From an optimization exercise on the open Yosys and OpenROAD flow, aimed at small area, a short achievable clock period and few clock cycles per item; shortcuts taken in it are not production practice. In this exercise RTL edits were held to simulation tests only and were not proved equivalent to the original. No activity file was given, so power comes from the tool's default toggle rates.

==> flow/design.v <==
`default_nettype none
package irt_pkg;
  localparam int NCELL = 65;
  function automatic int cell_w(input int i);
    if (i < 20)      cell_w = 6;
    else if (i < 23) cell_w = 5;
    else if (i < 28) cell_w = 4;
    else if (i < 35) cell_w = 3;
    else if (i < 48) cell_w = 2;
    else             cell_w = 1;
  endfunction
  localparam int NODD = 48;
  function automatic logic [6:0] max_digits(input logic [5:0] r);
    logic [6:0] k;
    case (r)
      6'd2:  k = 7'd64;  6'd3:  k = 7'd41;  6'd4:  k = 7'd32;  6'd5:  k = 7'd28;
      6'd6:  k = 7'd25;  6'd7:  k = 7'd23;  6'd8:  k = 7'd22;  6'd9:  k = 7'd21;
      6'd10: k = 7'd20;  6'd11: k = 7'd19;  6'd12: k = 7'd18;  6'd13: k = 7'd18;
      6'd14: k = 7'd17;  6'd15: k = 7'd17;  6'd16: k = 7'd16;  6'd17: k = 7'd16;
      6'd18: k = 7'd16;  6'd19: k = 7'd16;  6'd20: k = 7'd15;  6'd21: k = 7'd15;
      6'd22: k = 7'd15;  6'd23: k = 7'd15;  6'd24: k = 7'd14;  6'd25: k = 7'd14;
      6'd26: k = 7'd14;  6'd27: k = 7'd14;  6'd28: k = 7'd14;  6'd29: k = 7'd14;
      6'd30: k = 7'd14;  default: k = 7'd13;
    endcase
    max_digits = k;
  endfunction
  function automatic logic [7:0] digit_char(input logic [5:0] d);
    logic ge10, ge25;
    logic [3:0] lo;
    ge10 = d[5] | d[4] | (d[3] & (d[2] | d[1]));
    ge25 = d[5] | (d[4] & d[3] & (d[2] | d[1] | d[0]));
    lo   = d[3:0] + (ge10 ? 4'd7 : 4'd0);
    digit_char = {1'b0, ge10, 1'b1, !ge10 | ge25, lo};
  endfunction
  function automatic logic [5:0] la_add(input logic [5:0] a, input logic [5:0] b,
                                        input logic ci, input int w);
    logic [5:0] g, p, c, s;
    logic       t, term;
    g = a & b;
    p = a | b;
    for (int k = 0; k < 6; k++) begin
      t = ci;
      for (int j = 0; j < k; j++) t = t & p[j];
      for (int j = 0; j < k; j++) begin
        term = g[j];
        for (int i = j + 1; i < k; i++) term = term & p[i];
        t = t | term;
      end
      c[k] = t;
    end
    s = a ^ b ^ c;
    for (int k = 0; k < 6; k++) if (k >= w) s[k] = 1'b0;
    la_add = s;
  endfunction
  function automatic logic [6:0] msb_index(input logic [63:0] x);
    logic [7:0] nz;
    logic [2:0] hi, lo;
    logic [7:0] blk;
    for (int b = 0; b < 8; b++) nz[b] = |x[b*8 +: 8];
    hi = 3'd0;
    for (int b = 1; b < 8; b++) if (nz[b]) hi = 3'(b);
    blk = x[hi*8 +: 8];
    lo = 3'd0;
    for (int b = 1; b < 8; b++) if (blk[b]) lo = 3'(b);
    msb_index = {|nz, hi, lo};
  endfunction
  function automatic logic [5:0] low_bit(input logic [63:0] x);
    logic [7:0] nz;
    logic [2:0] hi, lo;
    logic [7:0] blk;
    for (int b = 0; b < 8; b++) nz[b] = |x[b*8 +: 8];
    hi = 3'd7;
    for (int b = 6; b >= 0; b--) if (nz[b]) hi = 3'(b);
    blk = x[hi*8 +: 8];
    lo = 3'd7;
    for (int b = 6; b >= 0; b--) if (blk[b]) lo = 3'(b);
    low_bit = {hi, lo};
  endfunction
  function automatic logic [14:0] csa_np(input logic [6:0] a, input logic [6:0] k,
                                         input logic nz, input logic cr);
    logic t1, t2, t3, t4, t5, t6, t7, t8, t9, t10, t11, t12, t13, t14, t15, t16, t17, t18, t19, t20, t21, t22, t23, t24, t25, t26, t27, t28, t29, t30, t31, t32, t33, t34, t35, t36, t37, t38, t39, t40, t41, t42, t43, t44, t45, t46, t47, t48, t49, t50, t51, t52, t53, t54, t55, t56, t57, t58, t59, t60, t61, t62, t63, t64, t65, t66, t67, t68, t69, t70, t71, t72, t73, t74, t75, t76, t77, t78, t79, t80, t81, t82, t83, t84, t85, t86, t87, t88, t89, t90, t91, t92, t93, t94, t95, t96, t97, t98, t99, t100, t101, t102, t103, t104, t105, t106, t107, t108, t109, t110, t111, t112, t113, t114, t115, t116, t117, t118, t119, t120, t121, t122, t123, t124, t125, t126, t127, t128, t129, t130, t131, t132, t133, t134, t135, t136, t137, t138, t139, t140, t141, t142, t143, t144, t145, t146, t147, t148, t149, t150, t151, t152, t153, t154, t155, t156, t157, t158, t159, t160, t161, t162, t163, t164, t165, t166, t167;
    logic [6:0] x, y;
    logic       c6;
    t1 = a[0] & k[0];
    t2 = a[0] & k[1];
    t3 = a[0] & k[2];
    t4 = a[0] & k[3];
    t5 = a[0] & k[4];
    t6 = a[0] & k[5];
    t7 = a[0] & k[6];
    t8 = a[1] & k[0];
    t9 = a[1] & k[1];
    t10 = a[1] & k[2];
    t11 = a[1] & k[3];
    t12 = a[1] & k[4];
    t13 = a[1] & k[5];
    t14 = a[1] & k[6];
    t15 = a[2] & k[0];
    t16 = a[2] & k[1];
    t17 = a[2] & k[2];
    t18 = a[2] & k[3];
    t19 = a[2] & k[4];
    t20 = a[2] & k[5];
    t21 = a[2] & k[6];
    t22 = a[3] & k[0];
    t23 = a[3] & k[1];
    t24 = a[3] & k[2];
    t25 = a[3] & k[3];
    t26 = a[3] & k[4];
    t27 = a[3] & k[5];
    t28 = a[3] & k[6];
    t29 = a[4] & k[0];
    t30 = a[4] & k[1];
    t31 = a[4] & k[2];
    t32 = a[4] & k[3];
    t33 = a[4] & k[4];
    t34 = a[4] & k[5];
    t35 = a[4] & k[6];
    t36 = a[5] & k[0];
    t37 = a[5] & k[1];
    t38 = a[5] & k[2];
    t39 = a[5] & k[3];
    t40 = a[5] & k[4];
    t41 = a[5] & k[5];
    t42 = a[5] & k[6];
    t43 = a[6] & k[0];
    t44 = a[6] & k[1];
    t45 = a[6] & k[2];
    t46 = a[6] & k[3];
    t47 = a[6] & k[4];
    t48 = a[6] & k[5];
    t49 = a[6] & k[6];
    t50 = (nz & cr) ? 1'b0 : ((nz | cr) ? k[0] : 1'b0);
    t51 = (nz & cr) ? k[0] : ((nz | cr) ? k[1] : 1'b0);
    t52 = (nz & cr) ? k[1] : ((nz | cr) ? k[2] : 1'b0);
    t53 = (nz & cr) ? k[2] : ((nz | cr) ? k[3] : 1'b0);
    t54 = (nz & cr) ? k[3] : ((nz | cr) ? k[4] : 1'b0);
    t55 = (nz & cr) ? k[4] : ((nz | cr) ? k[5] : 1'b0);
    t56 = (nz & cr) ? k[5] : ((nz | cr) ? k[6] : 1'b0);
    t57 = (nz & cr) ? k[6] : ((nz | cr) ? 1'b0 : 1'b0);
    t58 = t1 ^ t50 ^ 1'b1;
    t59 = (t1 & t50) | (t1 & 1'b1) | (t50 & 1'b1);
    t60 = t2 ^ t8 ^ t51;
    t61 = (t2 & t8) | (t2 & t51) | (t8 & t51);
    t62 = t3 ^ t9 ^ t15;
    t63 = (t3 & t9) | (t3 & t15) | (t9 & t15);
    t64 = t4 ^ t10 ^ t16;
    t65 = (t4 & t10) | (t4 & t16) | (t10 & t16);
    t66 = t22 ^ t53 ^ 1'b1;
    t67 = (t22 & t53) | (t22 & 1'b1) | (t53 & 1'b1);
    t68 = t5 ^ t11 ^ t17;
    t69 = (t5 & t11) | (t5 & t17) | (t11 & t17);
    t70 = t23 ^ t29 ^ t54;
    t71 = (t23 & t29) | (t23 & t54) | (t29 & t54);
    t72 = t6 ^ t12 ^ t18;
    t73 = (t6 & t12) | (t6 & t18) | (t12 & t18);
    t74 = t24 ^ t30 ^ t36;
    t75 = (t24 & t30) | (t24 & t36) | (t30 & t36);
    t76 = t7 ^ t13 ^ t19;
    t77 = (t7 & t13) | (t7 & t19) | (t13 & t19);
    t78 = t25 ^ t31 ^ t37;
    t79 = (t25 & t31) | (t25 & t37) | (t31 & t37);
    t80 = t43 ^ t56 ^ 1'b1;
    t81 = (t43 & t56) | (t43 & 1'b1) | (t56 & 1'b1);
    t82 = t14 ^ t20 ^ t26;
    t83 = (t14 & t20) | (t14 & t26) | (t20 & t26);
    t84 = t32 ^ t38 ^ t44;
    t85 = (t32 & t38) | (t32 & t44) | (t38 & t44);
    t86 = t21 ^ t27 ^ t33;
    t87 = (t21 & t27) | (t21 & t33) | (t27 & t33);
    t88 = t39 ^ t45 ^ 1'b1;
    t89 = (t39 & t45) | (t39 & 1'b1) | (t45 & 1'b1);
    t90 = t28 ^ t34 ^ t40;
    t91 = (t28 & t34) | (t28 & t40) | (t34 & t40);
    t92 = t35 ^ t41 ^ t47;
    t93 = (t35 & t41) | (t35 & t47) | (t41 & t47);
    t94 = t42 ^ t48 ^ 1'b1;
    t95 = (t42 & t48) | (t42 & 1'b1) | (t48 & 1'b1);
    t96 = t59 ^ t60 ^ 1'b1;
    t97 = (t59 & t60) | (t59 & 1'b1) | (t60 & 1'b1);
    t98 = t61 ^ t62 ^ t52;
    t99 = (t61 & t62) | (t61 & t52) | (t62 & t52);
    t100 = t63 ^ t64 ^ t66;
    t101 = (t63 & t64) | (t63 & t66) | (t64 & t66);
    t102 = t65 ^ t67 ^ t68;
    t103 = (t65 & t67) | (t65 & t68) | (t67 & t68);
    t104 = t69 ^ t71 ^ t72;
    t105 = (t69 & t71) | (t69 & t72) | (t71 & t72);
    t106 = t74 ^ t55 ^ 1'b1;
    t107 = (t74 & t55) | (t74 & 1'b1) | (t55 & 1'b1);
    t108 = t73 ^ t75 ^ t76;
    t109 = (t73 & t75) | (t73 & t76) | (t75 & t76);
    t110 = t77 ^ t79 ^ t81;
    t111 = (t77 & t79) | (t77 & t81) | (t79 & t81);
    t112 = t82 ^ t84 ^ t57;
    t113 = (t82 & t84) | (t82 & t57) | (t84 & t57);
    t114 = t83 ^ t85 ^ t86;
    t115 = (t83 & t85) | (t83 & t86) | (t85 & t86);
    t116 = t87 ^ t89 ^ t90;
    t117 = (t87 & t89) | (t87 & t90) | (t89 & t90);
    t118 = t91 ^ t92 ^ 1'b1;
    t119 = (t91 & t92) | (t91 & 1'b1) | (t92 & 1'b1);
    t120 = t95 ^ t49 ^ 1'b1;
    t121 = (t95 & t49) | (t95 & 1'b1) | (t49 & 1'b1);
    t122 = t97 ^ t98 ^ 1'b1;
    t123 = (t97 & t98) | (t97 & 1'b1) | (t98 & 1'b1);
    t124 = t101 ^ t102 ^ t70;
    t125 = (t101 & t102) | (t101 & t70) | (t102 & t70);
    t126 = t103 ^ t104 ^ t106;
    t127 = (t103 & t104) | (t103 & t106) | (t104 & t106);
    t128 = t105 ^ t107 ^ t108;
    t129 = (t105 & t107) | (t105 & t108) | (t107 & t108);
    t130 = t109 ^ t110 ^ t112;
    t131 = (t109 & t110) | (t109 & t112) | (t110 & t112);
    t132 = t111 ^ t113 ^ t114;
    t133 = (t111 & t113) | (t111 & t114) | (t113 & t114);
    t134 = t115 ^ t116 ^ t46;
    t135 = (t115 & t116) | (t115 & t46) | (t116 & t46);
    t136 = t119 ^ t93 ^ t94;
    t137 = (t119 & t93) | (t119 & t94) | (t93 & t94);
    t138 = t123 ^ t99 ^ t100;
    t139 = (t123 & t99) | (t123 & t100) | (t99 & t100);
    t140 = t127 ^ t128 ^ t78;
    t141 = (t127 & t128) | (t127 & t78) | (t128 & t78);
    t142 = t129 ^ t130 ^ 1'b1;
    t143 = (t129 & t130) | (t129 & 1'b1) | (t130 & 1'b1);
    t144 = t131 ^ t132 ^ t88;
    t145 = (t131 & t132) | (t131 & t88) | (t132 & t88);
    t146 = t133 ^ t134 ^ 1'b1;
    t147 = (t133 & t134) | (t133 & 1'b1) | (t134 & 1'b1);
    t148 = t135 ^ t117 ^ t118;
    t149 = (t135 & t117) | (t135 & t118) | (t117 & t118);
    t150 = t139 ^ t124 ^ 1'b1;
    t151 = (t139 & t124) | (t139 & 1'b1) | (t124 & 1'b1);
    t152 = t151 ^ t125 ^ t126;
    t153 = (t151 & t125) | (t151 & t126) | (t125 & t126);
    t154 = t153 ^ t140 ^ t80;
    t155 = (t153 & t140) | (t153 & t80) | (t140 & t80);
    t156 = t155 ^ t141 ^ t142;
    t157 = (t155 & t141) | (t155 & t142) | (t141 & t142);
    t158 = t157 ^ t143 ^ t144;
    t159 = (t157 & t143) | (t157 & t144) | (t143 & t144);
    t160 = t159 ^ t145 ^ t146;
    t161 = (t159 & t145) | (t159 & t146) | (t145 & t146);
    t162 = t161 ^ t147 ^ t148;
    t163 = (t161 & t147) | (t161 & t148) | (t147 & t148);
    t164 = t163 ^ t149 ^ t136;
    t165 = (t163 & t149) | (t163 & t136) | (t149 & t136);
    t166 = t165 ^ t137 ^ t120;
    t167 = (t165 & t137) | (t165 & t120) | (t137 & t120);
    c6 = (t58 & 1'b0) & (t96 | 1'b0) & (t122 | 1'b0) & (t138 | 1'b0) & (t150 | 1'b0) & (t152 | 1'b0) | (t96 & 1'b0) & (t122 | 1'b0) & (t138 | 1'b0) & (t150 | 1'b0) & (t152 | 1'b0) | (t122 & 1'b0) & (t138 | 1'b0) & (t150 | 1'b0) & (t152 | 1'b0) | (t138 & 1'b0) & (t150 | 1'b0) & (t152 | 1'b0) | (t150 & 1'b0) & (t152 | 1'b0) | (t152 & 1'b0);
    x = {t166, t164, t162, t160, t158, t156, t154};
    y = {1'b0, 1'b0, 1'b0, 1'b0, 1'b0, 1'b0, 1'b0};
    csa_np = {x, y, c6};
  endfunction
endpackage
`default_nettype wire
`default_nettype none
module integer_to_radix_text (
  input  wire logic        clk,
  input  wire logic        rst,
  input  wire logic        in_valid,
  output logic             in_ready,
  input  wire logic [63:0] value,
  input  wire logic [7:0]  radix,
  input  wire logic        signed_mode,
  input  wire logic [7:0]  min_digits,
  output logic             out_valid,
  input  wire logic        out_ready,
  output logic [63:0]      text_chunk,
  output logic [3:0]       chunk_bytes,
  output logic             last_chunk
);
  localparam int NC = irt_pkg::NCELL;
  localparam int NO = irt_pkg::NODD;
  localparam logic [2:0] C_IDLE = 3'd0;
  localparam logic [2:0] C_S1   = 3'd1;
  localparam logic [2:0] C_S2   = 3'd2;
  localparam logic [2:0] C_S3   = 3'd3;
  localparam logic [2:0] C_S4   = 3'd4;
  localparam logic [2:0] C_WAIT = 3'd5;
  localparam logic [2:0] C_DD   = 3'd6;
  logic [2:0]  cst;
  logic [63:0] v;           
  logic        negc;        
  logic [5:0]  rad;         
  logic        odd;         
  logic [5:0]  aw [7];      
  logic [6:0]  kr;          
  logic [6:0]  mdig;        
  logic [5:0]  m1;          
  logic [6:0]  c1;          
  logic [5:0]  msb0;        
  logic        nz0;         
  logic        onesz;       
  logic        isz;         
  logic [1:0]  jcap;        
  logic [2:0]  acc;         
  logic [1:0]  pn;          
  logic        first_dd;    
  logic [6:0]  mx, my;      
  logic        mc6;         
  logic [5:0]  lowb;        
  logic [6:0]  np1;         
  logic [2:0]  pp;          
  logic [3:0]  q8;          
  logic [6:0]  ecell;       
  logic [8:0]  e_hi;        
  logic [8:0]  e_hin;       
  logic [7:0]  e_lo;        
  logic [6:0]  ptr;         
  logic        ptr_nz;      
  logic        dd_done_q;   
  logic        nbit;        
  logic [6:0]  act;         
  logic        msnz0;       
  logic        msnz1;       
  logic [5:0]  dcell [NC];
  logic        creg  [NO];
  logic        busy_e;      
  logic        neg_e;
  logic        first_e;
  logic [3:0]  q8_e;
  logic [6:0]  last_e;      
  logic [1:0]  sk_e;        
  logic [3:0]  drain;       
  logic        dd_done;
  logic        accept;
  logic [5:0]  rad_in;
  logic [6:0]  mdig_in;
  assign in_ready = dd_done_q;
  assign accept   = in_valid && in_ready;
  always_comb begin
    if (radix < 8'd2)       rad_in = 6'd2;
    else if (radix > 8'd36) rad_in = 6'd36;
    else                    rad_in = radix[5:0];
    if (min_digits < 8'd1)       mdig_in = 7'd1;
    else if (min_digits > 8'd64) mdig_in = 7'd64;
    else                         mdig_in = min_digits[6:0];
  end
  logic [6:0]  msb0_c;
  logic [5:0]  lowb_c;
  logic        onesz_c;
  logic [5:0]  hu_c;
  logic        padded;
  logic        lo_wrap;
  logic [6:0]  e_c;
  logic [2:0]  pp_c;
  always_comb begin
    lowb_c  = irt_pkg::low_bit(~v);
    msb0_c  = irt_pkg::msb_index(v);
    onesz_c = negc && !(|(v[63:1] & ~v[62:0]));
    hu_c    = 6'((7'(rad) + 7'd1) >> 1);
    padded  = ({1'b0, m1} > np1);
    lo_wrap = (c1[2:0] < np1[2:0]);
    if (padded) e_c = {np1[6:3] + {3'd0, lo_wrap}, c1[2:0]};
    else        e_c = np1 + {6'd0, negc};
    pp_c = padded ? 3'(c1[2:0] - np1[2:0]) : {2'd0, negc};
  end
  logic        load_o;      
  logic        last_ld;     
  logic        pop;
  logic        cells_free;
  logic [4:0]  sumh  [NC];
  logic        cin   [NC];
  logic        cout  [NC];
  logic        stepc [NC];
  logic        inj   [NC];
  logic [5:0]  dnext [NC];
  logic [8:0]  a_hi;        
  logic [8:0]  a_eq;
  logic [7:0]  a_lo;        
  assign cells_free = (drain == 4'd0) && !busy_e;
  assign dd_done    = (ptr <= 7'd1) && (!odd || (act == {4'd0, pp}));
  always_comb begin
    for (int b = 0; b < 9; b++) begin
      a_eq[b] = (act[6:3] == 4'(b));
      a_hi[b] = (act[6:3] > 4'(b));
    end
    for (int b = 0; b < 8; b++) begin
      a_lo[b] = (act[2:0] >= 3'(b));
    end
    for (int i = 0; i < NC; i++) begin
      inj[i] = e_hin[i/8] && e_lo[i%8];
    end
  end
  logic [5:0]  deff  [NC];   
  always_comb begin
    for (int i = 0; i < NC; i++) begin
      deff[i] = dcell[i] | ((first_dd && inj[i]) ? {3'd0, acc} : 6'd0);
      deff[i] = deff[i] & 6'((1 << irt_pkg::cell_w(i)) - 1);
    end
  end
  for (genvar i = 0; i < NC; i++) begin : g_cell
    localparam int W = irt_pkg::cell_w(i);
    if (W == 1) begin : g_bin
      assign cout[i] = deff[i][0];
      assign sumh[i] = 5'd0;
    end else begin : g_gen
      logic [5:0] sum;
      logic       ci;
      always_comb begin
        if (inj[i])           ci = odd && nbit;
        else if (i + 1 < NO)  ci = odd && creg[(i+1) % NO];
        else                  ci = 1'b0;
        sum = deff[i] + aw[W] + {5'd0, ci};
      end
      assign cout[i] = sum[W-1];
      assign sumh[i] = 5'(sum);
    end
  end
  always_comb begin
    for (int i = 0; i < NC; i++) begin
      if (inj[i])                   cin[i] = nbit;
      else if (odd && (i + 1 < NO)) cin[i] = creg[(i+1) % NO];
      else if (i + 1 < NC)          cin[i] = cout[(i+1) % NC];
      else                          cin[i] = 1'b0;
      if (irt_pkg::cell_w(i) == 1) begin
        dnext[i] = {5'd0, cin[i]};
      end else begin
        dnext[i] = cout[i] ? {sumh[i], cin[i] ^ odd} : {deff[i][4:0], cin[i]};
      end
      if (i < NO) stepc[i] = !odd || a_hi[i/8] || (a_eq[i/8] && a_lo[i%8]);
      else        stepc[i] = 1'b1;
    end
  end
  always_ff @(posedge clk) begin
    for (int i = 0; i < NC; i++) begin
      if ((cst == C_DD) && stepc[i]) begin
        dcell[i] <= dnext[i] & 6'((1 << irt_pkg::cell_w(i)) - 1);
      end else if (pop) begin
        dcell[i] <= ((i + 8 < NC) && !((i < 2) && last_ld)) ?
                    (dcell[(i+8) % NC] & 6'((1 << irt_pkg::cell_w(i)) - 1)) : 6'd0;
      end
    end
    for (int i = 1; i < NO; i++) begin
      creg[i] <= (cst == C_DD) && odd && stepc[i] && cout[i];
    end
    creg[0] <= 1'b0;
  end
  logic [6:0] ptr_n;
  logic [6:0] blen_c;
  logic [1:0] p_c;
  logic       cin_pp;
  logic       cin_pp1;
  logic       z0, z1;
  logic [1:0] sk_c;
  always_comb begin
    blen_c = nz0 ? (7'(msb0) + 7'd1 + {6'd0, onesz}) : {6'd0, onesz};
    if (blen_c >= 7'd4)      p_c = jcap;
    else if (blen_c == 7'd0) p_c = 2'd0;
    else                     p_c = (2'(blen_c - 7'd1) < jcap) ? 2'(blen_c - 7'd1) : jcap;
    ptr_n = ptr;
    if (cst == C_S2) ptr_n = blen_c - ((p_c != 2'd0) ? 7'd1 : 7'd0);
    else if (((cst == C_S3) || (cst == C_S4)) && (pn != 2'd0)) ptr_n = ptr - 7'd1;
    else if ((cst == C_DD) && ptr_nz) ptr_n = ptr - 7'd1;
    cin_pp  = 1'b0;
    cin_pp1 = 1'b0;
    for (int i = 0; i < 8; i++) begin
      if (pp == 3'(i)) begin
        cin_pp  = cin[i] || (first_dd && inj[i] && (acc != 3'd0));
        cin_pp1 = cin[i+1] || (first_dd && inj[i+1] && (acc != 3'd0));
      end
    end
    z0 = !(msnz0 || cin_pp);
    z1 = z0 && !(msnz1 || cin_pp1);
    if (z1 && (np1 > 7'(m1) + 7'd1))  sk_c = 2'd2;
    else if (z0 && (np1 > 7'(m1)))    sk_c = 2'd1;
    else                              sk_c = 2'd0;
  end
  logic [2:0] cst_n;
  logic [6:0] act_n;
  logic [2:0] pp_n;
  logic       odd_n;
  always_comb begin
    case (cst)
      C_IDLE:       cst_n = accept ? C_S1 : C_IDLE;
      C_S1:         cst_n = C_S2;
      C_S2:         cst_n = C_S3;
      C_S3:         cst_n = C_S4;
      C_S4, C_WAIT: cst_n = cells_free ? C_DD : C_WAIT;
      C_DD:         cst_n = dd_done ? (accept ? C_S1 : C_IDLE) : C_DD;
      default:      cst_n = C_IDLE;
    endcase
    if (rst) cst_n = C_IDLE;
    act_n = act;
    if (cst == C_S4) act_n = e_c;
    else if ((cst == C_DD) && (ptr <= 7'd1)) act_n = act - 7'd1;
    pp_n  = (cst == C_S4) ? pp_c : pp;
    odd_n = (cst == C_S1) ? rad[0] : odd;
  end
  always_ff @(posedge clk) begin
    cst       <= cst_n;
    dd_done_q <= (cst_n == C_IDLE) ||
                 ((cst_n == C_DD) && (ptr_n <= 7'd1) && (!odd_n || (act_n == {4'd0, pp_n})));
  end
  always_ff @(posedge clk) begin
    if (accept) begin
      v    <= value ^ {64{signed_mode & value[63]}};
      negc <= signed_mode & value[63];
      rad  <= rad_in;
      mdig <= mdig_in;
    end
    case (cst)
      C_S1: begin
        odd  <= rad[0];
        for (int w = 2; w <= 6; w++) begin
          aw[w] <= (hu_c <= 6'(1 << (w - 1))) ? 6'(6'(1 << (w - 1)) - hu_c) : 6'd0;
        end
        kr   <= irt_pkg::max_digits(rad);
        jcap  <= (rad >= 6'd8) ? 2'd3 : ((rad >= 6'd4) ? 2'd2 : 2'd1);
        msb0  <= msb0_c[5:0];
        nz0   <= msb0_c[6];
        onesz <= onesz_c;
        lowb <= lowb_c;
        m1   <= 6'(mdig - 7'd1);
        c1   <= mdig - 7'd1 + {6'd0, negc};
      end
      C_S2: begin
        isz          <= !nz0 && !onesz;
        {mx, my, mc6} <= irt_pkg::csa_np({1'b0, msb0}, kr, nz0, onesz);
      end
      C_S3: begin
        np1 <= isz ? 7'd0 : (mx + my + {6'd0, mc6});
      end
      C_S4: begin
        ecell <= e_c;
        pp    <= pp_c;
        q8    <= padded ? (c1[6:3] - e_c[6:3]) : 4'd0;
        for (int b = 0; b < 9; b++) e_hi[b] <= (e_c[6:3] == 4'(b));
        for (int b = 0; b < 8; b++) e_lo[b] <= (e_c[2:0] == 3'(b));
        msnz0 <= 1'b0;
        msnz1 <= 1'b0;
      end
      C_DD: begin
        msnz0 <= msnz0 || cin_pp;
        msnz1 <= msnz1 || cin_pp1;
      end
      default: begin
      end
    endcase
    act   <= act_n;
    aw[0] <= 6'd0;
    aw[1] <= 6'd0;
    ptr    <= ptr_n;
    if (cst == C_S2) begin
      acc <= (p_c != 2'd0) ? 3'd1 : 3'd0;
      pn  <= (p_c != 2'd0) ? (p_c - 2'd1) : 2'd0;
    end else if (((cst == C_S3) || (cst == C_S4)) && (pn != 2'd0)) begin
      acc <= {acc[1:0], nbit};
      pn  <= pn - 2'd1;
    end
    first_dd <= (cst_n == C_DD) && (cst != C_DD);
    ptr_nz <= (ptr_n != 7'd0);
    nbit <= (ptr_n != 7'd0) &&
            (v[6'(ptr_n - 7'd1)] ^ (negc && (6'(ptr_n - 7'd1) <= lowb)));
    for (int b = 0; b < 9; b++) begin
      e_hin[b] <= ((cst == C_S4) ? (e_c[6:3] == 4'(b)) : e_hi[b]) && (ptr_n != 7'd0);
    end
  end
  logic [63:0] chunk_c;
  logic [3:0]  bytes_c;
  logic [6:0]  rem_c;       
  assign load_o  = busy_e && (!out_valid || out_ready);
  assign rem_c   = last_e - 7'(sk_e);
  assign last_ld = (q8_e == 4'd0) && (rem_c <= 7'd7);
  assign pop     = (load_o && (q8_e == 4'd0)) || (!busy_e && (cst != C_DD));
  always_comb begin
    bytes_c = (q8_e != 4'd0) ? 4'd8 : ((rem_c >= 7'd7) ? 4'd8 : (rem_c[3:0] + 4'd1));
    for (int b = 0; b < 8; b++) begin
      logic [5:0] d;
      logic [7:0] ch;
      case (sk_e)
        2'd1:    d = dcell[b+1];
        2'd2:    d = dcell[b+2];
        default: d = dcell[b];
      endcase
      if (q8_e != 4'd0) begin
        ch = 8'h30;
      end else if (7'(b) <= rem_c) begin
        ch = irt_pkg::digit_char(d);
      end else begin
        ch = 8'h00;
      end
      if ((b == 0) && first_e && neg_e) ch = 8'h2d;
      chunk_c[b*8 +: 8] = ch;
    end
  end
  always_ff @(posedge clk) begin
    if (rst) begin
      busy_e    <= 1'b0;
      out_valid <= 1'b0;
      drain     <= 4'd9;
    end else begin
      if (pop && (drain != 4'd0)) drain <= drain - 4'd1;
      if (load_o) begin
        out_valid <= 1'b1;
      end else if (out_ready) begin
        out_valid <= 1'b0;
      end
      if ((cst == C_DD) && dd_done) begin
        busy_e  <= 1'b1;
        neg_e   <= negc;
        first_e <= 1'b1;
        q8_e    <= q8;
        last_e  <= ecell;
        sk_e    <= sk_c;
      end else if (load_o) begin
        first_e <= 1'b0;
        if (q8_e != 4'd0) begin
          q8_e <= q8_e - 4'd1;
        end else begin
          last_e <= last_e - 7'd8;
          if (last_ld) busy_e <= 1'b0;
        end
      end
    end
  end
  always_ff @(posedge clk) begin
    if (load_o) begin
      text_chunk  <= chunk_c;
      chunk_bytes <= bytes_c;
      last_chunk  <= last_ld;
    end
  end
endmodule
`default_nettype wire
==> flow/run.sh <==
#!/bin/bash
# synth_recipe.tcl (not shown) runs the flow's synth.tcl, then flattens the netlist and writes it again
# the make line also repeats each setting of config.mk as NAME=value (left out here)
make -C /OpenROAD-flow-scripts/flow DESIGN_CONFIG=/design/flow/config.mk WORK_HOME=/design/flow/orfs CLKGATE_MAP_FILE= SYNTH_SCRIPT=/design/flow/synth_recipe.tcl finish
==> flow/config.mk <==
export PLATFORM = sky130hd
export DESIGN_NAME = integer_to_radix_text
export DESIGN_NICKNAME = integer_to_radix_text
export VERILOG_FILES = /design/flow/design.v
export SDC_FILE = /design/flow/constraint.sdc
export NUM_CORES = 4
export LEC_CHECK = 0
export CAP_MARGIN = 0
export CORE_MARGIN = 2
export CORE_UTILIZATION = 55
export CTS_BUF_LIST = sky130_fd_sc_hd__clkbuf_4 sky130_fd_sc_hd__clkbuf_8
export SLEW_MARGIN = 0
==> flow/constraint.sdc <==
create_clock -name core_clock -period 5.0 [get_ports {clk}]
set_input_delay 1.0000 -clock core_clock [delete_from_list [all_inputs] [get_ports {clk}]]
set_output_delay 1.0000 -clock core_clock [all_outputs]
set_load 0.01 [all_outputs]
==> results.tsv, run 1 <==
metric	value	unit
n_fill_cell	6530	
synth_edf_count	470	
via_per_inst	6.02	
use_met3	5.17	%
h-tree-depth	3	
start_util	55.4	%
dieWidth	280	µm
synth-seq-area-share	38.3	%
synthesis.area	0.0418	mm²
synthFlopType	edfxtp_1	
grt_usage	31.8	%
r2r_cells	18	
drc	0	
end_kind	flop	
async_reset_ff_share	0	%
wl	125000	µm
synth-seq-cells	566	
grt_pass1_wl	193000	µm
power_density	423	mW/mm²
slew_headroom	17.3	%
use_met1	43.1	%
check-failures	setup timing	
yosysWarnings	11	
synthCells	4344	
routabilityCongestion	0.991	
rows	101	
path_buf_inv	5	
first_iter_violations	3244	
maxCapViolations	0	
crit_path_start_kind	flop	
most-common-layout-cells	470 x edfxtp_1, 445 x nand2_1, 333 x nor2_1	
min_period	5.16	ns
area_growth	13.5	%
finalWorstSetupSlack	-0.156	ns
outcome	failed layout checks	
pin_count	156	
grt_overflow_total	0	
cts_made_buffers	102	
antenna_found_initial	3	
drive_above_1_share	11.7	%
vdd_drop_max	0.000354	V
crit_path_max_incr_delay	0.56	ns
path_clk_slew	0.06	ns
critPathRequiredTime	5.46	ns
synth_top_area_share	33.7	%
clkSinkCount	566	
multi_input_area	0.0242	mm²
final-hold-violation-count	0	
yosys-top-cells-area	edfxtp_1 34%, fa_1 6.2%, ha_1 6.0%	
ff_latch_area	0.0160	mm²
instances_no_fill	5614	
clockBufferDepth	3	
syn_area_per_cell	9.63	µm²
power_leakage	19.7	nW
skew	0.0455	ns
nets	4961	
cts_tree	yes	
cts_root_buf	clkbuf_8	
placed_cell_area	0.0450	mm²
drtPass1Iterations	7	
critPathTopFamily	adder cells	
postCtsHoldBufs	0	
hold_path_depth	1	
die_y	280	µm
core-area	0.0756	mm²
vias	33808	
rsz0062_at_grt	yes	
crit_type	flop to flop	
yosys.area.top_type	edfxtp_1	
dieArea	0.0783	mm²
path_depth	18	
critical_path.cell_chain	buf_6, and2_4, fa_1, fa_1, fa_1, inv_2, fa_1, fa_2, fa_2, inv_2, fa_2, inv_2, fa_2, inv_2, fa_2, fa_2, xnor2_2, xnor2_1	
dp.cells	5411	
drv_slew	0	
crit_top_cell	fa_2	
tightest_slew	1.24	ns
portBuffers	147	
grt_pass1_vias	32706	
gr-max-usage-layer	met2	
final_common_cell	edfxtp_1	
worst_path_max_delay_cell	fa_1	
ant_nets	0	
met2_usage	52.1	%
min_period_over_period	103	%
yosysUniqueCellTypes	86	
setup_viol	2	
grt_max_degree	119	
total_power	0.0201	W
clock.fmax	0.194	GHz
arrival	5.61	ns
place_ws	-0.226	ns
clock_latency	0.73	ns
path_max_fanout	3	
min_path_type	flop to flop	
final_cell_area	0.0475	mm²
hpwl	92700	µm
wl_per_cell	22.3	µm
sequential cells by signal, indices dropped and copies added (netlist names), 7 cells and up:
signal      flops
act             7
aw             20
c1              7
creg           47
dcell         219
e_hi            9
e_hin           9
e_lo            8
ecell           7
kr              7
last_e          7
mdig            7
mx              7
np1             7
ptr             7
text_chunk     56
v              64
where the power goes:
| group | switching, W | total (W) | internal [W] |
|---|---|---|---|
| clock network | 0.00207 | 0.00484 | 0.00277 |
| registers | 0.000988 | 0.00689 | 0.00590 |
| logic | 0.00476 | 0.00836 | 0.00360 |
timing repair:
item                       4_1_cts  5_1_grt
gates resized for setup         15       26
buffers inserted                 4        5
setup endpoints to repair        3        4
pin swaps                        9       26
synth_stat cells (9+ instances only):
library cell,instances
nor3_1,51
a21boi_0,16
o22ai_1,49
o31ai_1,11
a22oi_1,50
a211oi_1,34
mux4_1,12
nor2_1,335
mux2_2,112
nand2_1,448
buf_1,33
and3_1,59
mux4_2,12
nand3_1,43
nand4_1,15
ha_1,200
o21a_1,24
nor3b_1,11
or2_2,10
inv_1,261
mux2i_1,150
edfxtp_1,470
nand2b_1,48
a311oi_1,13
a21o_1,104
nor4_1,28
nor2b_1,55
clkbuf_1,174
o211ai_1,11
a31oi_1,94
xor2_1,132
dfxtp_1,96
and2_1,80
o21ai_0,260
buf_4,9
fa_1,130
o21bai_1,26
or3_1,11
xnor2_1,221
a21oi_1,332
cell families (layout without fill, tap and decap cells):
family	count (synthesis)	count (layout)	share of synthesized area [%]
and+or+nand+nor	1217	1217	13.4
AOI/OAI and AO/OA	1099	1099	16.1
DFF	566	566	38.3
buffers and inverters	489	771	4.55
xor gates and xnor gates	354	354	7.43
adders and majority gates	332	332	12.2
muxes	286	286	8.00
other	1	11	0.00896
through the flow:
step	util, %	TNS, ns	hold WS, ns
3_3_place_gp	59.5	-0.238	0.459
4_1_cts	62.6	-0.176	0.478
2_1_floorplan	-	-0.451	0.415
5_1_grt	62.8	-0.786	0.491
3_5_place_dp	59.5	-0.491	0.463
6_report	62.8	-0.226	0.475
area by class of cell:
type,instances,area share [%]
clock inverters,42,0.801
flip-flops and latches,566,33.8
diodes,3,0.0158
inverters,267,2.12
clock buffers,149,3.95
well taps,978,2.58
repair buffers,313,5.85
multi-input cells,3296,50.9
path summary, 6_finish.rpt:
path | start | to | slack, ns
worst max register to register | msb0[0] | mx[6] | -0.16
worst max-delay path | msb0[0] | mx[6] | -0.16
worst min register to register | e_hi[0] | e_hi[0] | 0.47
worst min-delay path | e_hi[0] | e_hi[0] | 0.47
layer usage:
| layer | routed length [µm] | vias to the layer above | part of all wire, % |
|---|---|---|---|
| li1 | - | 15955 | - |
| met1 | 53000 | 16177 | 42 |
| met2 | 58600 | 1383 | 47 |
| met3 | 9260 | 293 | 7.4 |
| met4 | 4400 | 0 | 3.5 |
| met5 | 0 | - | 0 |
==> run 2: changes to the inputs <==
--- a/flow/design.v
+++ b/flow/design.v
@@ -278,15 +278,12 @@
   localparam logic [2:0] C_S2   = 3'd2;
   localparam logic [2:0] C_S3   = 3'd3;
-  localparam logic [2:0] C_S4   = 3'd4;
-  localparam logic [2:0] C_WAIT = 3'd5;
-  localparam logic [2:0] C_DD   = 3'd6;
+  localparam logic [2:0] C_WAIT = 3'd4;
+  localparam logic [2:0] C_DD   = 3'd5;
   logic [2:0]  cst;
   logic [63:0] v;           
   logic        negc;        
-  logic [5:0]  rad;         
   logic        odd;         
   logic [5:0]  aw [7];      
   logic [6:0]  kr;          
-  logic [6:0]  mdig;        
   logic [5:0]  m1;          
   logic [6:0]  c1;          
@@ -310,10 +307,11 @@
   logic [7:0]  e_lo;        
   logic [6:0]  ptr;         
+  logic [6:0]  lr;          
+  logic [1:0]  pr;          
+  logic [6:0]  fidx;        
   logic        ptr_nz;      
   logic        dd_done_q;   
   logic        nbit;        
   logic [6:0]  act;         
-  logic        msnz0;       
-  logic        msnz1;       
   logic [5:0]  dcell [NC];
   logic        creg  [NO];
@@ -324,4 +322,8 @@
   logic [6:0]  last_e;      
   logic [1:0]  sk_e;        
+  logic        fix_e;       
+  logic [2:0]  pp_e;
+  logic        al1_e;       
+  logic        al2_e;       
   logic [3:0]  drain;       
   logic        dd_done;
@@ -331,4 +333,5 @@
   assign in_ready = dd_done_q;
   assign accept   = in_valid && in_ready;
+  assign neg_in   = signed_mode & value[63];
   always_comb begin
     if (radix < 8'd2)       rad_in = 6'd2;
@@ -340,4 +343,6 @@
   end
   logic [6:0]  msb0_c;
+  logic [63:0] vin;
+  logic        neg_in;
   logic [5:0]  lowb_c;
   logic        onesz_c;
@@ -348,8 +353,9 @@
   logic [2:0]  pp_c;
   always_comb begin
-    lowb_c  = irt_pkg::low_bit(~v);
-    msb0_c  = irt_pkg::msb_index(v);
-    onesz_c = negc && !(|(v[63:1] & ~v[62:0]));
-    hu_c    = 6'((7'(rad) + 7'd1) >> 1);
+    vin     = value ^ {64{neg_in}};
+    lowb_c  = irt_pkg::low_bit(value);
+    msb0_c  = irt_pkg::msb_index(vin);
+    onesz_c = neg_in && !(|(vin[63:1] & ~vin[62:0]));
+    hu_c    = 6'((7'(rad_in) + 7'd1) >> 1);
     padded  = ({1'b0, m1} > np1);
     lo_wrap = (c1[2:0] < np1[2:0]);
@@ -442,6 +448,7 @@
   logic [6:0] blen_c;
   logic [1:0] p_c;
-  logic       cin_pp;
-  logic       cin_pp1;
+  logic       fbit;
+  logic       sbit;
+  logic       take;
   logic       z0, z1;
   logic [1:0] sk_c;
@@ -452,20 +459,21 @@
     else                     p_c = (2'(blen_c - 7'd1) < jcap) ? 2'(blen_c - 7'd1) : jcap;
     ptr_n = ptr;
-    if (cst == C_S2) ptr_n = blen_c - ((p_c != 2'd0) ? 7'd1 : 7'd0);
-    else if (((cst == C_S3) || (cst == C_S4)) && (pn != 2'd0)) ptr_n = ptr - 7'd1;
+    if (cst == C_S3) ptr_n = lr - 7'(pr);
     else if ((cst == C_DD) && ptr_nz) ptr_n = ptr - 7'd1;
-    cin_pp  = 1'b0;
-    cin_pp1 = 1'b0;
+    fbit = !fidx[6] && (v[fidx[5:0]] ^ (negc && (fidx[5:0] <= lowb)));
+    sbit = !onesz && nz0 && (msb0 != 6'd0) &&
+           (v[msb0 - 6'd1] ^ (negc && ({1'b0, msb0} <= {1'b0, lowb} + 7'd1)));
+    take = ((cst == C_S2) || (cst == C_S3)) && (pn != 2'd0);
+    z0 = 1'b0;
+    z1 = 1'b0;
     for (int i = 0; i < 8; i++) begin
-      if (pp == 3'(i)) begin
-        cin_pp  = cin[i] || (first_dd && inj[i] && (acc != 3'd0));
-        cin_pp1 = cin[i+1] || (first_dd && inj[i+1] && (acc != 3'd0));
+      if (pp_e == 3'(i)) begin
+        z0 = (dcell[i] == 6'd0);
+        z1 = (dcell[i+1] == 6'd0);
       end
     end
-    z0 = !(msnz0 || cin_pp);
-    z1 = z0 && !(msnz1 || cin_pp1);
-    if (z1 && (np1 > 7'(m1) + 7'd1))  sk_c = 2'd2;
-    else if (z0 && (np1 > 7'(m1)))    sk_c = 2'd1;
-    else                              sk_c = 2'd0;
+    if (z0 && z1 && al2_e) sk_c = 2'd2;
+    else if (z0 && al1_e)  sk_c = 2'd1;
+    else                   sk_c = 2'd0;
   end
   logic [2:0] cst_n;
@@ -478,6 +486,5 @@
       C_S1:         cst_n = C_S2;
       C_S2:         cst_n = C_S3;
-      C_S3:         cst_n = C_S4;
-      C_S4, C_WAIT: cst_n = cells_free ? C_DD : C_WAIT;
+      C_S3, C_WAIT: cst_n = cells_free ? C_DD : C_WAIT;
       C_DD:         cst_n = dd_done ? (accept ? C_S1 : C_IDLE) : C_DD;
       default:      cst_n = C_IDLE;
@@ -485,8 +492,8 @@
     if (rst) cst_n = C_IDLE;
     act_n = act;
-    if (cst == C_S4) act_n = e_c;
+    if (cst == C_S3) act_n = e_c;
     else if ((cst == C_DD) && (ptr <= 7'd1)) act_n = act - 7'd1;
-    pp_n  = (cst == C_S4) ? pp_c : pp;
-    odd_n = (cst == C_S1) ? rad[0] : odd;
+    pp_n  = (cst == C_S3) ? pp_c : pp;
+    odd_n = odd;
   end
   always_ff @(posedge clk) begin
@@ -497,32 +504,30 @@
   always_ff @(posedge clk) begin
     if (accept) begin
-      v    <= value ^ {64{signed_mode & value[63]}};
-      negc <= signed_mode & value[63];
-      rad  <= rad_in;
-      mdig <= mdig_in;
+      v     <= vin;
+      negc  <= neg_in;
+      odd   <= rad_in[0];
+      for (int w = 2; w <= 6; w++) begin
+        aw[w] <= (hu_c <= 6'(1 << (w - 1))) ? 6'(6'(1 << (w - 1)) - hu_c) : 6'd0;
+      end
+      kr    <= irt_pkg::max_digits(rad_in);
+      jcap  <= (rad_in >= 6'd8) ? 2'd3 : ((rad_in >= 6'd4) ? 2'd2 : 2'd1);
+      msb0  <= msb0_c[5:0];
+      nz0   <= msb0_c[6];
+      onesz <= onesz_c;
+      lowb  <= lowb_c;
+      m1    <= 6'(mdig_in - 7'd1);
+      c1    <= mdig_in - 7'd1 + {6'd0, neg_in};
     end
     case (cst)
       C_S1: begin
-        odd  <= rad[0];
-        for (int w = 2; w <= 6; w++) begin
-          aw[w] <= (hu_c <= 6'(1 << (w - 1))) ? 6'(6'(1 << (w - 1)) - hu_c) : 6'd0;
-        end
-        kr   <= irt_pkg::max_digits(rad);
-        jcap  <= (rad >= 6'd8) ? 2'd3 : ((rad >= 6'd4) ? 2'd2 : 2'd1);
-        msb0  <= msb0_c[5:0];
-        nz0   <= msb0_c[6];
-        onesz <= onesz_c;
-        lowb <= lowb_c;
-        m1   <= 6'(mdig - 7'd1);
-        c1   <= mdig - 7'd1 + {6'd0, negc};
-      end
-      C_S2: begin
-        isz          <= !nz0 && !onesz;
+        isz           <= !nz0 && !onesz;
+        lr            <= blen_c;
+        pr            <= p_c;
         {mx, my, mc6} <= irt_pkg::csa_np({1'b0, msb0}, kr, nz0, onesz);
       end
-      C_S3: begin
+      C_S2: begin
         np1 <= isz ? 7'd0 : (mx + my + {6'd0, mc6});
       end
-      C_S4: begin
+      C_S3: begin
         ecell <= e_c;
         pp    <= pp_c;
@@ -530,10 +535,6 @@
         for (int b = 0; b < 9; b++) e_hi[b] <= (e_c[6:3] == 4'(b));
         for (int b = 0; b < 8; b++) e_lo[b] <= (e_c[2:0] == 3'(b));
-        msnz0 <= 1'b0;
-        msnz1 <= 1'b0;
       end
       C_DD: begin
-        msnz0 <= msnz0 || cin_pp;
-        msnz1 <= msnz1 || cin_pp1;
       end
       default: begin
@@ -544,8 +545,14 @@
     aw[1] <= 6'd0;
     ptr    <= ptr_n;
-    if (cst == C_S2) begin
-      acc <= (p_c != 2'd0) ? 3'd1 : 3'd0;
-      pn  <= (p_c != 2'd0) ? (p_c - 2'd1) : 2'd0;
-    end else if (((cst == C_S3) || (cst == C_S4)) && (pn != 2'd0)) begin
+    if (cst == C_S1) begin
+      acc  <= (p_c != 2'd0) ? 3'd1 : 3'd0;
+      pn   <= (p_c != 2'd0) ? (p_c - 2'd1) : 2'd0;
+      nbit <= (p_c != 2'd0) ? sbit : (blen_c == 7'd1);
+      fidx <= {1'b0, msb0} - 7'd2;
+    end else if (take || ((cst == C_DD) && ptr_nz)) begin
+      nbit <= fbit;
+      fidx <= fidx - 7'd1;
+    end
+    if (take) begin
       acc <= {acc[1:0], nbit};
       pn  <= pn - 2'd1;
@@ -553,8 +560,6 @@
     first_dd <= (cst_n == C_DD) && (cst != C_DD);
     ptr_nz <= (ptr_n != 7'd0);
-    nbit <= (ptr_n != 7'd0) &&
-            (v[6'(ptr_n - 7'd1)] ^ (negc && (6'(ptr_n - 7'd1) <= lowb)));
     for (int b = 0; b < 9; b++) begin
-      e_hin[b] <= ((cst == C_S4) ? (e_c[6:3] == 4'(b)) : e_hi[b]) && (ptr_n != 7'd0);
+      e_hin[b] <= ((cst == C_S3) ? (e_c[6:3] == 4'(b)) : e_hi[b]) && (ptr_n != 7'd0);
     end
   end
@@ -562,5 +567,5 @@
   logic [3:0]  bytes_c;
   logic [6:0]  rem_c;       
-  assign load_o  = busy_e && (!out_valid || out_ready);
+  assign load_o  = busy_e && !fix_e && (!out_valid || out_ready);
   assign rem_c   = last_e - 7'(sk_e);
   assign last_ld = (q8_e == 4'd0) && (rem_c <= 7'd7);
@@ -590,4 +595,5 @@
     if (rst) begin
       busy_e    <= 1'b0;
+      fix_e     <= 1'b0;
       out_valid <= 1'b0;
       drain     <= 4'd9;
@@ -605,4 +611,10 @@
         q8_e    <= q8;
         last_e  <= ecell;
+        fix_e   <= 1'b1;
+        pp_e    <= pp;
+        al1_e   <= (np1 > 7'(m1));
+        al2_e   <= (np1 > 7'(m1) + 7'd1);
+      end else if (fix_e) begin
+        fix_e   <= 1'b0;
         sk_e    <= sk_c;
       end else if (load_o) begin
==> flow/config.mk (replaced) <==
export PLATFORM = sky130hd
export DESIGN_NAME = integer_to_radix_text
export DESIGN_NICKNAME = integer_to_radix_text
export VERILOG_FILES = /design/flow/design.v
export SDC_FILE = /design/flow/constraint.sdc
export NUM_CORES = 4
export LEC_CHECK = 0
export CAP_MARGIN = 20
export CORE_MARGIN = 2
export CORE_UTILIZATION = 40
export SLEW_MARGIN = 20
==> results.tsv, run 2 <==
metric	value	unit	change
outcome	finished clean		
first_iter_violations	2694		-17%
yosysUniqueCellTypes	89		+3.5%
regToRegSetupSlack	0.05	ns	+0.21 ns
synthCells	4459		+2.6%
synthFlopType	edfxtp_1		
hold_end	e_hi[2]		
drc	0		unchanged
dp.cells	5949		+9.9%
largest_reg_flops	219		unchanged
n_fill_cell	10164		+56%
grt_usage	23.3	%	-8.5 points
synthesis.area	0.0431	mm²	+3.0%
cts_tree	yes		
drive_above_1_share	10.5	%	-1.2 points
path_clk_slew	0.06	ns	about the same
most-common-layout-cells	478 x edfxtp_1, 417 x nand2_1, 358 x nor2_1		
antenna_found_initial	2		-1
p_int	0.0124	W	+0.68%
synth-seq-cells	573		+1.2%
arrival	5.34	ns	-0.27 ns
pin_count	156		unchanged
grt_max_degree	68		-43%
setup_viol	0		-2
vias	34348		+1.6%
min_path_type	flop to flop		
power_density	400	mW/mm²	-5.4%
final_common_cell	edfxtp_1		
synth-seq-area-share	37.7	%	-0.60 points
m1WireLength	54600	µm	+3.1%
instances_no_fill	6084		+8.4%
clockBufferDepth	3		unchanged
routabilityCongestion	0.944		-4.8%
final-hold-violation-count	0		unchanged
wl_met3	7570	µm	-18%
dieArea	0.110	mm²	+41%
reg.largest.list	dcell (219), v (64), text_chunk (56)		
rr_startpoint	kr[5]		
drtPass1Iterations	6		-1
wl_per_cell	21.5	µm	-3.8%
path_max_fanout	3		unchanged
combPwrFrac	38.7	%	-2.9 points
min_period	4.95	ns	-0.210 ns
synth_edf_count	478		+1.7%
via_per_inst	5.65		-6.3%
fin_util	46.0	%	-17 points
start_util	40.3	%	-15 points
p_clk_share	26.7	%	+2.6 points
regMostFlops	dcell		
area_growth	14.2	%	
yosys.cell_count.top_type	edfxtp_1		
min_period_over_period	98.9	%	-4.2 points
slew_headroom	24.5	%	+7.2 points
syn_area_per_cell	9.66	µm²	+0.33%
clock.fmax	0.202	GHz	+4.2%
postCtsHoldBufs	0		unchanged
vdd_drop_max	0.000318	V	-10%
p_switching	0.00734	W	-6.1%
min-delay-start	e_hi[2]		
wl_met2	63400	µm	+8.2%
dieWidth	332	µm	+19%
drv_slew	0		unchanged
highest-signal-layer	met5		
critPathRequiredTime	5.39	ns	-0.07 ns
synthTopCellsByCount	478 x edfxtp_1, 418 x nand2_1, 358 x nor2_1, 314 x inv_1, 304 x a21oi_1		
async_reset_ff_share	0	%	unchanged
clock_latency	0.65	ns	-0.08 ns
cts_root_buf	clkbuf_16		
end_kind	flop		
rows	120		+19%
crit_type	flop to flop		
rsz0062_at_grt	yes		
yosys.area.top_type	edfxtp_1		
hold_path_depth	2		+1
seq_power_share	34.6	%	+0.3 points
grt_pass1_wl	202000	µm	+4.9%
grt_pass1_vias	33990		+3.9%
maxCapViolations	0		unchanged
synth_top_area_share	33.3	%	-0.42 points
nets	5051		+1.8%
r2r-end	mx[6]		
tightest_slew	1.13	ns	-0.109 ns
portBuffers	147		unchanged
cts_made_buffers	71		-30%
r2r_cells	17		-1
wl	131000	µm	+4.3%
clkSinkCount	573		+1.2%
core-area	0.107	mm²	+41%
power_leakage	19.8	nW	+0.86%
yosys-top-cells-area	edfxtp_1 33%, ha_1 6.2%, fa_1 6.1%		
h-tree-depth	3		unchanged
p_sw_share	37.3	%	-1.7 points
ant_nets	0		unchanged
skew	0.0258	ns	-0.0197 ns
multi_input_area	0.0248	mm²	+2.7%
grt_overflow_total	0		unchanged
ff_latch_area	0.0163	mm²	+1.3%
antenna_cells	0		-3
crit_path_start_kind	flop		
yosysWarnings	11		unchanged
hpwl	98300	µm	+6.0%
die_y	332	µm	+19%
==> run 2: final cells by class <==
| class | instances | share of cell area [%] |
|---|---|---|
| Tap cell | 1403 | 3.57 |
| Multi-Input combinational cell | 3345 | 50.4 |
| Clock inverter | 39 | 0.832 |
| Timing Repair Buffer | 317 | 5.76 |
| Clock buffer | 92 | 3.94 |
| Sequential cell | 573 | 33.0 |
| Inverter | 315 | 2.41 |
==> run 2: worst max-delay path by stage <==
stage               startpoint     to  slack [ns]  cells after the start
global route             kr[4]  mx[6]       -0.10                     18
global placement       msb0[1]  mx[6]      -0.003                     17
CTS                    msb0[1]  mx[6]        0.03                     17
floorplan              msb0[0]  mx[6]       -0.13                     20
finish                   kr[5]  mx[6]        0.05                     17
detailed placement     msb0[1]  mx[6]       -0.06                     17
==> run 2: cells by family after synthesis <==
kind of cell | after synthesis | share of synthesized area [%]
multiplexers | 296 | 8.50
flip-flops | 573 | 37.7
AND/OR/NAND/NOR | 1235 | 13.3
adder cells (fa/ha/maj) | 344 | 12.3
XOR/XNOR | 359 | 7.30
other | 1 | 0.00870
buffers and inverters | 548 | 4.95
AO/OA/AOI/OAI | 1103 | 15.9
==> run 2: power groups by stage <==
stage / combinational, W / clock [W] / sequential, W
global placement: 0.00741 / 0 / 0.00689
floorplan: 0.00559 / 0 / 0.00642
CTS: 0.00760 / 0.00535 / 0.00681
finish: 0.00763 / 0.00525 / 0.00682
global route: 0.00850 / 0.00553 / 0.00688
detailed placement: 0.00753 / 0 / 0.00690
==> run 2: critical path, stage by stage (launching register included) <==
cell and delay, ns:
edfxtp_1 0.41, and2_4 0.18, fa_1 0.56, fa_1 0.44, fa_1 0.55, inv_2 0.05
fa_1 0.50, fa_2 0.21, fa_2 0.19, inv_2 0.04, fa_2 0.33, inv_2 0.06
fa_2 0.19, inv_2 0.04, fa_2 0.34, fa_2 0.36, xnor2_2 0.14, xnor2_1 0.12
==> run 2: per-layer routing <==
metal	up-vias	track usage, %
li1	16342	-
met1	16534	29.8
met2	1207	40.2
met3	263	2.92
met4	2	9.15
met5	-	0
==> run 2: timing repair <==
action,4_1_cts,5_1_grt
gates resized for setup,0,7
pin swaps,1,0
endpoints found under the setup margin,1,2
setup buffers,1,3
==> run 2: through the flow <==
step / TNS [ns] / cell area, µm² / power [W] / setup WS, ns / hold slack, ns
after global routing: -0.129 / 49200 / 0.0209 / -0.105 / 0.478
after detailed placement: -0.0652 / 46800 / 0.0144 / -0.0624 / 0.440
after floorplan: -0.209 / 43200 / 0.0120 / -0.126 / 0.415
final: 0 / 49200 / 0.0197 / 0.0539 / 0.459
after CTS: 0 / 49200 / 0.0198 / 0.0284 / 0.460
after global placement: -0.00273 / 46800 / 0.0143 / -0.00273 / 0.435
Testbench counts of run 2, summed over its fixed seeds: cycles 7,796, items 384.
==> run 3: changes to the inputs <==
--- a/flow/design.v
+++ b/flow/design.v
@@ -77,9 +77,8 @@
     low_bit = {hi, lo};
   endfunction
-  function automatic logic [14:0] csa_np(input logic [6:0] a, input logic [6:0] k,
+  function automatic logic [25:0] csa_np(input logic [6:0] a, input logic [6:0] k,
                                          input logic nz, input logic cr);
     logic t1, t2, t3, t4, t5, t6, t7, t8, t9, t10, t11, t12, t13, t14, t15, t16, t17, t18, t19, t20, t21, t22, t23, t24, t25, t26, t27, t28, t29, t30, t31, t32, t33, t34, t35, t36, t37, t38, t39, t40, t41, t42, t43, t44, t45, t46, t47, t48, t49, t50, t51, t52, t53, t54, t55, t56, t57, t58, t59, t60, t61, t62, t63, t64, t65, t66, t67, t68, t69, t70, t71, t72, t73, t74, t75, t76, t77, t78, t79, t80, t81, t82, t83, t84, t85, t86, t87, t88, t89, t90, t91, t92, t93, t94, t95, t96, t97, t98, t99, t100, t101, t102, t103, t104, t105, t106, t107, t108, t109, t110, t111, t112, t113, t114, t115, t116, t117, t118, t119, t120, t121, t122, t123, t124, t125, t126, t127, t128, t129, t130, t131, t132, t133, t134, t135, t136, t137, t138, t139, t140, t141, t142, t143, t144, t145, t146, t147, t148, t149, t150, t151, t152, t153, t154, t155, t156, t157, t158, t159, t160, t161, t162, t163, t164, t165, t166, t167;
-    logic [6:0] x, y;
-    logic       c6;
+    logic [12:0] x, y;
     t1 = a[0] & k[0];
     t2 = a[0] & k[1];
@@ -249,8 +248,27 @@
     t166 = t165 ^ t137 ^ t120;
     t167 = (t165 & t137) | (t165 & t120) | (t137 & t120);
-    c6 = (t58 & 1'b0) & (t96 | 1'b0) & (t122 | 1'b0) & (t138 | 1'b0) & (t150 | 1'b0) & (t152 | 1'b0) | (t96 & 1'b0) & (t122 | 1'b0) & (t138 | 1'b0) & (t150 | 1'b0) & (t152 | 1'b0) | (t122 & 1'b0) & (t138 | 1'b0) & (t150 | 1'b0) & (t152 | 1'b0) | (t138 & 1'b0) & (t150 | 1'b0) & (t152 | 1'b0) | (t150 & 1'b0) & (t152 | 1'b0) | (t152 & 1'b0);
-    x = {t166, t164, t162, t160, t158, t156, t154};
-    y = {1'b0, 1'b0, 1'b0, 1'b0, 1'b0, 1'b0, 1'b0};
-    csa_np = {x, y, c6};
+    x = {t166, t164, t162, t160, t158, t156, t154, t152, t150, t138, t122, t96, t58};
+    y = {1'b0, 1'b0, 1'b0, 1'b0, 1'b0, 1'b0, 1'b0, 1'b0, 1'b0, 1'b0, 1'b0, 1'b0, 1'b0};
+    csa_np = {x, y};
+  endfunction
+  function automatic logic [6:0] add_hi(input logic [12:0] x, input logic [12:0] y);
+    logic [12:0] g, p, gg, pp, g2, p2, s;
+    g = x & y;
+    p = x ^ y;
+    gg = g;
+    pp = p;
+    for (int d = 1; d < 13; d = d * 2) begin
+      g2 = gg;
+      p2 = pp;
+      for (int i = d; i < 13; i++) begin
+        g2[i] = gg[i] | (pp[i] & gg[i-d]);
+        p2[i] = pp[i] & pp[i-d];
+      end
+      gg = g2;
+      pp = p2;
+    end
+    s[0] = p[0];
+    for (int i = 1; i < 13; i++) s[i] = p[i] ^ gg[i-1];
+    add_hi = s[12:6];
   endfunction
 endpackage
@@ -296,6 +314,5 @@
   logic [1:0]  pn;          
   logic        first_dd;    
-  logic [6:0]  mx, my;      
-  logic        mc6;         
+  logic [12:0] mx, my;      
   logic [5:0]  lowb;        
   logic [6:0]  np1;         
@@ -524,8 +541,8 @@
         lr            <= blen_c;
         pr            <= p_c;
-        {mx, my, mc6} <= irt_pkg::csa_np({1'b0, msb0}, kr, nz0, onesz);
+        {mx, my}      <= irt_pkg::csa_np({1'b0, msb0}, kr, nz0, onesz);
       end
       C_S2: begin
-        np1 <= isz ? 7'd0 : (mx + my + {6'd0, mc6});
+        np1 <= isz ? 7'd0 : irt_pkg::add_hi(mx, my);
       end
       C_S3: begin
--- a/flow/config.mk
+++ b/flow/config.mk
@@ -9,3 +9,4 @@
 export CORE_MARGIN = 2
 export CORE_UTILIZATION = 40
+export SETUP_SLACK_MARGIN = 0.8
 export SLEW_MARGIN = 20
==> results.tsv, run 3 <==
metric	value	unit	change
outcome	finished clean		
power_leakage	20.2	nW	+1.6%
area_growth	14.2	%	about the same
crit_path_start_kind	flop		
grt_pass1_vias	33879		-0.33%
grt_overflow_total	0		unchanged
yosysWarnings	11		unchanged
clock_latency	0.63	ns	-0.02 ns
grt_max_degree	88		+29%
critPathRequiredTime	5.36	ns	-0.03 ns
antenna_cells	0		unchanged
synth-seq-area-share	37.8	%	+0.076 points
wl	132000	µm	+1.4%
async_reset_ff_share	0	%	unchanged
yosysUniqueCellTypes	87		-2.2%
crit_path_max_incr_delay	0.55	ns	about the same
core-area	0.107	mm²	unchanged
antenna_found_initial	0		-2
synthCells	4444		-0.34%
min_period	4.94	ns	-0.00462 ns
p_int	0.0124	W	+0.42%
dieArea	0.110	mm²	-0.20%
die_y	332	µm	about the same
cts_root_buf	clkbuf_16		
synthFlopType	edfxtp_1		
syn_area_per_cell	9.68	µm²	+0.14%
power_density	408	mW/mm²	+2.0%
drv_slew	0		unchanged
h-tree-depth	3		unchanged
grt_usage	23.6	%	+0.25 points
cts_made_buffers	66		-7.0%
synthesis.area	0.0430	mm²	-0.20%
holdWs	0.477	ns	+0.0177 ns
ant_nets	0		unchanged
min_path_type	flop to flop		
seq_power_share	34.9	%	+0.3 points
cts_tree	yes		
finalSetupTns	0	ns	unchanged
pin_count	156		unchanged
tightest_slew	1.13	ns	-0.000363 ns
synth_edf_count	478		unchanged
reg.largest.list	dcell (219), v (64), text_chunk (56)		
dp.cells	5955		+0.10%
final_common_cell	edfxtp_1		
min_period_over_period	98.8	%	about the same
vdd_drop_max	0.000283	V	-11%
arrival	5.30	ns	-0.04 ns
regMostFlops	dcell		
crit_type	flop to flop		
path_buf_inv	4		unchanged
path_clk_slew	0.06	ns	about the same
drive_above_1_share	10.7	%	+0.19 points
largest_reg_flops	219		unchanged
combPwrFrac	40.8	%	+2.1 points
critPathTopFamily	adder cells		
worst_path_max_delay_cell	fa_1		
synth-seq-cells	573		unchanged
synthTopCellsByCount	478 x edfxtp_1, 414 x nand2_1, 354 x nor2_1, 350 x a21oi_1, 294 x inv_1		
slew_headroom	23.8	%	-0.77 points
yosys-top-cells-area	edfxtp_1 33%, ha_1 6.2%, fa_1 6.1%		
maxCapViolations	0		unchanged
dieWidth	332	µm	about the same
most-common-layout-cells	478 x edfxtp_1, 413 x nand2_1, 352 x nor2_1		
crit_top_cell	fa_2		
routabilityCongestion	0.935		-1.0%
hpwl	100000	µm	+2.0%
rows	120		unchanged
skew	0.0298	ns	+0.00400 ns
clkSinkCount	573		unchanged
clockBufferDepth	3		unchanged
wl_per_cell	21.8	µm	+1.4%
p_switching	0.00765	W	+4.1%
start_util	40.2	%	-0.081 points
portBuffers	147		unchanged
first_iter_violations	2958		+9.8%
vias	34776		+1.2%
instances_no_fill	6084		unchanged
synth_top_area_share	33.4	%	+0.067 points
drtPass1Iterations	8		+2
p_clk_share	24.2	%	-2.5 points
yosys.area.top_type	edfxtp_1		
grt_pass1_wl	203000	µm	+0.51%
drc	0		unchanged
yosys.cell_count.top_type	edfxtp_1		
p_sw_share	38.1	%	+0.85 points
clock.fmax	0.202	GHz	about the same
setup_viol	0		unchanged
path_max_fanout	3		unchanged
postCtsHoldBufs	0		unchanged
final-hold-violation-count	0		unchanged
via_per_inst	5.72		+1.2%
rsz0062_at_grt	yes		
critical_path.cell_chain	and2_4, fa_1, fa_1, fa_1, inv_2, fa_1, fa_2, fa_2, inv_2, fa_2, inv_2, fa_2, inv_2, fa_2, fa_2, xnor2_2, xnor2_1		
end_kind	flop		
nets	5060		+0.18%
## run 3: changes by cell type in the layout (fill, tap and decap cells not counted), sizes merged, moves of 10 or more
cell / change
a21oi: +46
xor2: +27
inv: -25
o21ai: -22
buf: +21
a31oi: -18
a21o: +17
nor3: +15
a21boi: -14
and3: -13
o32a: -11
a22o: +10
## run 3: repair_timing
action                                  in CTS  in global routing
buffers inserted                             7                  1
cloned                                       0                  0
pin swaps                                    3                  2
gates resized for setup                     10                 14
endpoints found under the setup margin       5                 19
## run 3: final timing paths
path	start	endpoint	slack [ns]	depth (start not counted)
setup reg to reg	msb0[1]	mx[12]	0.06	17
setup / recovery	msb0[1]	mx[12]	0.06	17
hold / removal	e_hi[1]	e_hi[1]	0.48	1
hold reg to reg	e_hi[1]	e_hi[1]	0.48	1
## run 3: power by group through the flow
stage               combinational, W  sequential [W]  clock (W)
global route                 0.00907         0.00707    0.00512
CTS                          0.00811         0.00702    0.00494
detailed placement           0.00800         0.00712          0
floorplan                    0.00589         0.00651          0
global placement             0.00786         0.00711          0
finish                       0.00819         0.00701    0.00486
## run 3: worst reg2reg max path, delay by kind of cell, from the launching register on
family | cells | cell delay (ns)
flops | 1 | 0.43
simple gates | 1 | 0.17
fa+ha+maj | 10 | 3.64
buf+inv | 4 | 0.18
xor+xnor | 2 | 0.27
## run 3: kinds of logic (layout without fill, tap and decap cells)
| group | Yosys count | after routing | synth area share (%) |
|---|---|---|---|
| fa+ha+maj | 346 | 346 | 12.3 |
| buf+inv | 524 | 754 | 4.70 |
| compound gates | 1106 | 1106 | 15.8 |
| other cells | 1 | 8 | 0.00872 |
| mux | 299 | 299 | 8.55 |
| flops | 573 | 573 | 37.8 |
| simple gates | 1218 | 1218 | 13.1 |
| xor+xnor | 377 | 377 | 7.68 |
## run 3: layout make-up
class / instances / area [µm²]
fill: 10159 / 57800
multi-input combinational: 3354 / 24900
sequential: 573 / 16300
timing repair buffer: 338 / 2980
clock buffer: 97 / 1930
tap: 1403 / 1760
inverter: 297 / 1110
clock inverter: 22 / 190
## run 3: per-stage QoR
step / cell area, µm² / utilization [%] / worst slack (ns) / total power, W
global route: 49100 / 46.0 / -0.104 / 0.0213
global placement: 46800 / 43.8 / 0.00121 / 0.0150
CTS: 49000 / 45.9 / 0.0294 / 0.0201
floorplan: 43100 / - / 0.0319 / 0.0124
detailed placement: 46800 / 43.8 / -0.0409 / 0.0151
finish: 49100 / 46.0 / 0.0586 / 0.0201
## run 3: layer usage
layer	vias up	wire length (µm)	global-route usage [%]	share of wire, %
li1	16300	-	-	-
met1	16812	54200	29.8	41
met2	1322	63700	40.3	48
met3	342	7680	2.87	5.8
met4	0	6760	11.0	5.1
met5	-	0	0	0
Testbench counts of run 3, summed over its fixed seeds: cycles 7,796, items 384.

-- static timing again, ports no longer ideal --
How much do the figures lean on ideal ports? The routed layouts below were timed once more, with nothing changed but the port constraints.
Step 1 sets driving cells, clkbuf_16 on the clock port and buf_2 on the other inputs (assumed; they add their load-dependent delay and slew).
Step 2 also shifts input and output timing later by t, the mid clock arrival at the registers, as if the neighbouring blocks saw the same clock.
Slacks: ideal ports / drivers / drivers and shift; pairs: ideal ports / drivers.
run | t, ns | setup WS [ns] | worst setup path at the end | slew at the worst register clock pin (ns)
run 1 | 0.778 | -0.156 / -0.156 / -0.156 | register to register | 0.07 / 0.07
run 2 | 0.709 | 0.054 / 0.054 / 0.054 | register to register | 0.06 / 0.06
run 3 | 0.682 | 0.059 / 0.059 / 0.059 | register to register | 0.07 / 0.07
